This design comes from an exercise in tuning for small area, a short achievable clock period and few clock cycles per item on the open sky130 flow, not from production work. Function was checked by simulation only, so behaviour that the tests miss may differ from the original. Power and IR drop assume default switching activity.

==> flow/design.v (excerpt) <==
module rate_monotonic_tick_scheduler #(
  parameter int unsigned MAX_TASKS = 8
) (
  input  logic                          clk_i,
  input  logic                          rst_ni,
  input  logic                          s_axis_tvalid_i,
  output logic                          s_axis_tready_o,
  input  logic [rmts_pkg::InDataW-1:0]  s_axis_tdata_i,
  input  logic                          s_axis_tuser_i,
  output logic                          m_axis_tvalid_o,
  input  logic                          m_axis_tready_i,
  output logic [rmts_pkg::OutDataW-1:0] m_axis_tdata_o
);
clock: 10.0 ns
lec_check: 0
abc_clock_period_in_ps: 4000
cap_margin: 20
core_margin: 2
core_utilization: 55
cts_buf_list: sky130_fd_sc_hd__clkbuf_8
cts_cluster_diameter: 50
cts_cluster_size: 12
setup_slack_margin: 5
slew_margin: 20
standard.sh (not shown) runs the stock make flow with config.mk's settings and CLKGATE_MAP_FILE= SYNTH_SCRIPT=/design/flow/synth_recipe.tcl, a recipe that flattens the netlist after the stock synthesis.
==> flow/flow/run.sh <==
#!/bin/bash
# Layout flow: the standard ORFS flow (standard.sh, unchanged synthesis),
# with three changes to how the layout is optimised:
# - timing repair aims for a larger setup slack margin (5.8 ns) instead of 5;
# - clock tree synthesis inserts no dummy loads;
# - the port buffers are buf_2 cells.
# make's full output goes to flow_make.log; each ORFS step keeps its own log
# under orfs/logs/.
set -uo pipefail
export CTS_ARGS="-sink_clustering_enable -repair_clock_nets -dont_use_dummy_load -sink_clustering_size 12 -sink_clustering_max_diameter 50 -buf_list sky130_fd_sc_hd__clkbuf_8"
export BUFFER_PORTS_ARGS="-buffer_cell sky130_fd_sc_hd__buf_2"
bash standard.sh SETUP_SLACK_MARGIN=5.8 finish > flow_make.log 2>&1
status=$?
echo "standard.sh exited with $status"
exit $status
The first run completed with no timing, DRC or antenna violations.
Testbench counts at the start, summed over its fixed seeds: cycles 12,816, items 12,800.
Next try:
==> flow/flow/run.sh (replaced) <==
#!/bin/bash
# Layout flow: the standard ORFS flow (standard.sh, unchanged synthesis),
# with three changes to how the layout is optimised:
# - timing repair aims for a larger setup slack margin (5.7 ns) instead of 5;
# - clock tree synthesis inserts no dummy loads;
# - the port buffers are buf_2 cells.
# make's full output goes to flow_make.log; each ORFS step keeps its own log
# under orfs/logs/.
set -uo pipefail
export CTS_ARGS="-sink_clustering_enable -repair_clock_nets -dont_use_dummy_load -sink_clustering_size 12 -sink_clustering_max_diameter 50 -buf_list sky130_fd_sc_hd__clkbuf_8"
export BUFFER_PORTS_ARGS="-buffer_cell sky130_fd_sc_hd__buf_2"
bash standard.sh SETUP_SLACK_MARGIN=5.7 finish > flow_make.log 2>&1
status=$?
echo "standard.sh exited with $status"
exit $status
CORE_UTILIZATION = 65   (was 55)
After rerunning:
- power shrinks by a few percent
- register-to-register slack gets worse by 0.09 ns
- cell count is lower by a few percent
- die area shrinks by about a fifth
- worst setup slack degrades by 0.0053 ns
- clock power falls by a few percent
- sequential power barely changes
- worst hold slack is better by 0.012 ns
- critical path depth increases by 14
- synthesized area does not change
- fmax hardly moves
Next try:
==> flow/flow/run.sh (replaced) <==
#!/bin/bash
# Layout flow: the standard ORFS flow (standard.sh, unchanged synthesis),
# with three changes to how the layout is optimised:
# - timing repair aims for 6 ns of setup slack margin instead of 5;
# - clock tree synthesis inserts no dummy loads;
# - the port buffers are buf_2 cells.
# make's full output goes to flow_make.log; each ORFS step keeps its own log
# under orfs/logs/.
set -uo pipefail
export CTS_ARGS="-sink_clustering_enable -repair_clock_nets -dont_use_dummy_load -sink_clustering_size 12 -sink_clustering_max_diameter 50 -buf_list sky130_fd_sc_hd__clkbuf_8"
export BUFFER_PORTS_ARGS="-buffer_cell sky130_fd_sc_hd__buf_2"
bash standard.sh SETUP_SLACK_MARGIN=6 finish > flow_make.log 2>&1
status=$?
echo "standard.sh exited with $status"
exit $status
CORE_UTILIZATION = 45   (was 65)
- utilization fell by 21 points
- via count fell slightly
- synthesized cell count stays the same
- routed wire length rose by a few percent
- final cell count rose by a little under a tenth
- count of clock-buffer cells in the layout rose by 12
- hold slack is worse by 0.0079 ns
- non-clock buffer count rose by 36
- maximum frequency hardly moves
- worst setup slack barely changes


Setup of the previous run:
rate_monotonic_tick_scheduler, a different RTL version from the one above (not shown whole).
Size in the first run: roughly 1400 flip-flops.
clock: 10.0 ns
lec_check: 0
abc_clock_period_in_ps: 4000
cap_margin: 20
core_margin: 2
core_utilization: 55
cts_buf_list: sky130_fd_sc_hd__clkbuf_8
cts_cluster_diameter: 50
cts_cluster_size: 12
setup_slack_margin: 5
slew_margin: 20
==> flow/flow/run.sh <==
#!/bin/bash
# Layout flow: the standard ORFS flow (standard.sh, unchanged synthesis),
# with three changes to how the layout is optimised:
# - timing repair aims for a larger setup slack margin (5.8 ns) instead of 5;
# - clock tree synthesis inserts no dummy loads;
# - the port buffers are buf_2 cells.
# make's full output goes to flow_make.log; each ORFS step keeps its own log
# under orfs/logs/.
set -uo pipefail
export CTS_ARGS="-sink_clustering_enable -repair_clock_nets -dont_use_dummy_load -sink_clustering_size 12 -sink_clustering_max_diameter 50 -buf_list sky130_fd_sc_hd__clkbuf_8"
export BUFFER_PORTS_ARGS="-buffer_cell sky130_fd_sc_hd__buf_2"
bash standard.sh SETUP_SLACK_MARGIN=5.8 finish > flow_make.log 2>&1
status=$?
echo "standard.sh exited with $status"
exit $status
Testbench counts of the previous run, summed over its fixed seeds: cycles 12,816, items 12,800.
For the current run, these inputs were changed with respect to the previous run:
- a change of CORE_UTILIZATION from 55 to 65
==> flow/flow/run.sh <==
#!/bin/bash
# Layout flow: the standard ORFS flow (standard.sh, unchanged synthesis),
# with three changes to how the layout is optimised:
# - timing repair aims for a larger setup slack margin (5.7 ns) instead of 5;
# - clock tree synthesis inserts no dummy loads;
# - the port buffers are buf_2 cells.
# make's full output goes to flow_make.log; each ORFS step keeps its own log
# under orfs/logs/.
set -uo pipefail
export CTS_ARGS="-sink_clustering_enable -repair_clock_nets -dont_use_dummy_load -sink_clustering_size 12 -sink_clustering_max_diameter 50 -buf_list sky130_fd_sc_hd__clkbuf_8"
export BUFFER_PORTS_ARGS="-buffer_cell sky130_fd_sc_hd__buf_2"
bash standard.sh SETUP_SLACK_MARGIN=5.7 finish > flow_make.log 2>&1
status=$?
echo "standard.sh exited with $status"
exit $status
### Flow results
Clock skew after layout delta (the current run − the previous run): unfavourable
The run showing the smaller met2 track demand over resource is the previous run.
The current run vs. the previous run: power dropped 1.8%; cell area dropped 1.9%; clock power dropped about 6%.
Total global routing track utilization for the current run: 4.4 points up relative to the previous run
The current run: clock network latency to the later pin of the worst-skew pair 40 ps below the previous run
Launch point of the critical path = u_datapath.ld_oh[1]$_DFFE_PP_: the previous run; launch point of the critical path = u_datapath.ld_oh[5]$_DFFE_PP_: the current run


main:
rate_monotonic_tick_scheduler, a different RTL version from the one above (not shown whole).
Size: roughly 6,400 cells after synthesis, about 1,400 flip-flops, roughly 260 I/O pins.
export LEC_CHECK = 0
export ABC_CLOCK_PERIOD_IN_PS = 4000
export CAP_MARGIN = 20
export CORE_MARGIN = 2
export CORE_UTILIZATION = 45
export SETUP_SLACK_MARGIN = 5
export SLEW_MARGIN = 20
create_clock -name core_clock -period 10.0 [get_ports {clk_i}]
run.sh (not shown) runs the stock make flow with config.mk's settings and CLKGATE_MAP_FILE= SYNTH_SCRIPT=/design/flow/synth_recipe.tcl, a recipe that flattens the netlist after the stock synthesis.
Stock flow here: none of the scripts above is used.
main finished every step from synthesis to the final layout, and the layout passed the timing, DRC and antenna checks.
Testbench counts of main, summed over its fixed seeds: cycles 12,816, items 12,800.
Edits applied to the flow inputs when going from main to the feature branch:
# main
export LEC_CHECK = 0
export ABC_CLOCK_PERIOD_IN_PS = 4000
export CAP_MARGIN = 20
export CORE_MARGIN = 2
export CORE_UTILIZATION = 45
export SETUP_SLACK_MARGIN = 5
export SLEW_MARGIN = 20
create_clock -name core_clock -period 10.0 [get_ports {clk_i}]
# the feature branch
export LEC_CHECK = 0
export ABC_CLOCK_PERIOD_IN_PS = 4000
export CAP_MARGIN = 20
export CORE_MARGIN = 2
export CORE_UTILIZATION = 45
export CTS_BUF_LIST = sky130_fd_sc_hd__clkbuf_8
export CTS_CLUSTER_DIAMETER = 50
export CTS_CLUSTER_SIZE = 12
export SETUP_SLACK_MARGIN = 5
export SLEW_MARGIN = 20
create_clock -name core_clock -period 10.0 [get_ports {clk_i}]
==> flow/flow/run.sh (new file) <==
#!/bin/bash
# Layout flow: the standard ORFS flow (standard.sh, unchanged synthesis),
# with three changes to how the layout is optimised:
# - timing repair aims for 6 ns of setup slack margin instead of 5;
# - clock tree synthesis inserts no dummy loads;
# - the port buffers are buf_2 cells.
# make's full output goes to flow_make.log; each ORFS step keeps its own log
# under orfs/logs/.
set -uo pipefail
export CTS_ARGS="-sink_clustering_enable -repair_clock_nets -dont_use_dummy_load -sink_clustering_size 12 -sink_clustering_max_diameter 50 -buf_list sky130_fd_sc_hd__clkbuf_8"
export BUFFER_PORTS_ARGS="-buffer_cell sky130_fd_sc_hd__buf_2"
bash standard.sh SETUP_SLACK_MARGIN=6 finish > flow_make.log 2>&1
status=$?
echo "standard.sh exited with $status"
exit $status
==> flow/standard.sh (new file) <==
#!/bin/bash
# synth_recipe.tcl (not shown) runs the flow's synth.tcl, then flattens the netlist and writes it again
# the make line also repeats each setting of config.mk as NAME=value (left out here)
make -C /OpenROAD-flow-scripts/flow DESIGN_CONFIG=/design/flow/config.mk WORK_HOME=/design/flow/orfs CLKGATE_MAP_FILE= SYNTH_SCRIPT=/design/flow/synth_recipe.tcl "${@:-finish}"
removed: flow/run.sh
==> comparison <==
The feature branch closes out successfully: all stages finished, all timing, DRC and antenna checks passed.
What the feature branch reported for number of non-clock buffers in the layout has to be multiplied by 0.833 to get the figure for main.
From main to the feature branch the numbers moved as follows: timing-limited maximum frequency moved up, area fraction of clock buffers and clock inverters moved down, number of buffers added for setup after CTS moved up, fraction of power consumed by the clock network moved down.

static timing again, ports no longer ideal:
Ports are ideal in the flow. The routed layouts listed here were re-timed in OpenROAD. Step 1 assumes that a clkbuf_16 drives the clock port and a buf_2 every other input. Step 2 adds t to the input delays and takes it off the output delays; t is the mean of the earliest and latest rising clock arrival at the registers after step 1. Input paths then give back, and output paths get back, about the clock's delay inside the block. Slacks: ideal ports / drivers / drivers and shift; pairs: ideal ports / drivers.
| run | t (ns) | setup slack, ns | hold WS [ns] | worst setup path at the end |
|---|---|---|---|---|
| the first run of note 1 | 0.952 | 5.650 / 5.588 / 4.957 | 0.459 / 0.459 / 0.459 | input to register |
| the second run of note 1 | 0.920 | 5.645 / 5.606 / 4.777 | 0.471 / 0.471 / 0.471 | input to register |
| the third run of note 1 | 0.958 | 5.644 / 5.590 / 5.183 | 0.463 / 0.463 / 0.463 | input to register |
| the previous run | 0.973 | 5.603 / 5.603 / 4.925 | 0.459 / 0.459 / 0.459 | input to register |
| the current run | 0.915 | 5.581 / 5.581 / 4.842 | 0.473 / 0.473 / 0.473 | input to register |
| main | 0.879 | 5.090 / 5.090 / 4.465 | 0.464 / 0.464 / 0.464 | input to register |
| the feature branch | 0.978 | 5.644 / 5.612 / 5.116 | 0.458 / 0.458 / 0.458 | input to register |
After both steps every run listed still meets setup and hold. For the second run of note 1, which loses most, drivers alone change the setup slack by -0.039 ns; drivers and shift together by -0.868 ns.
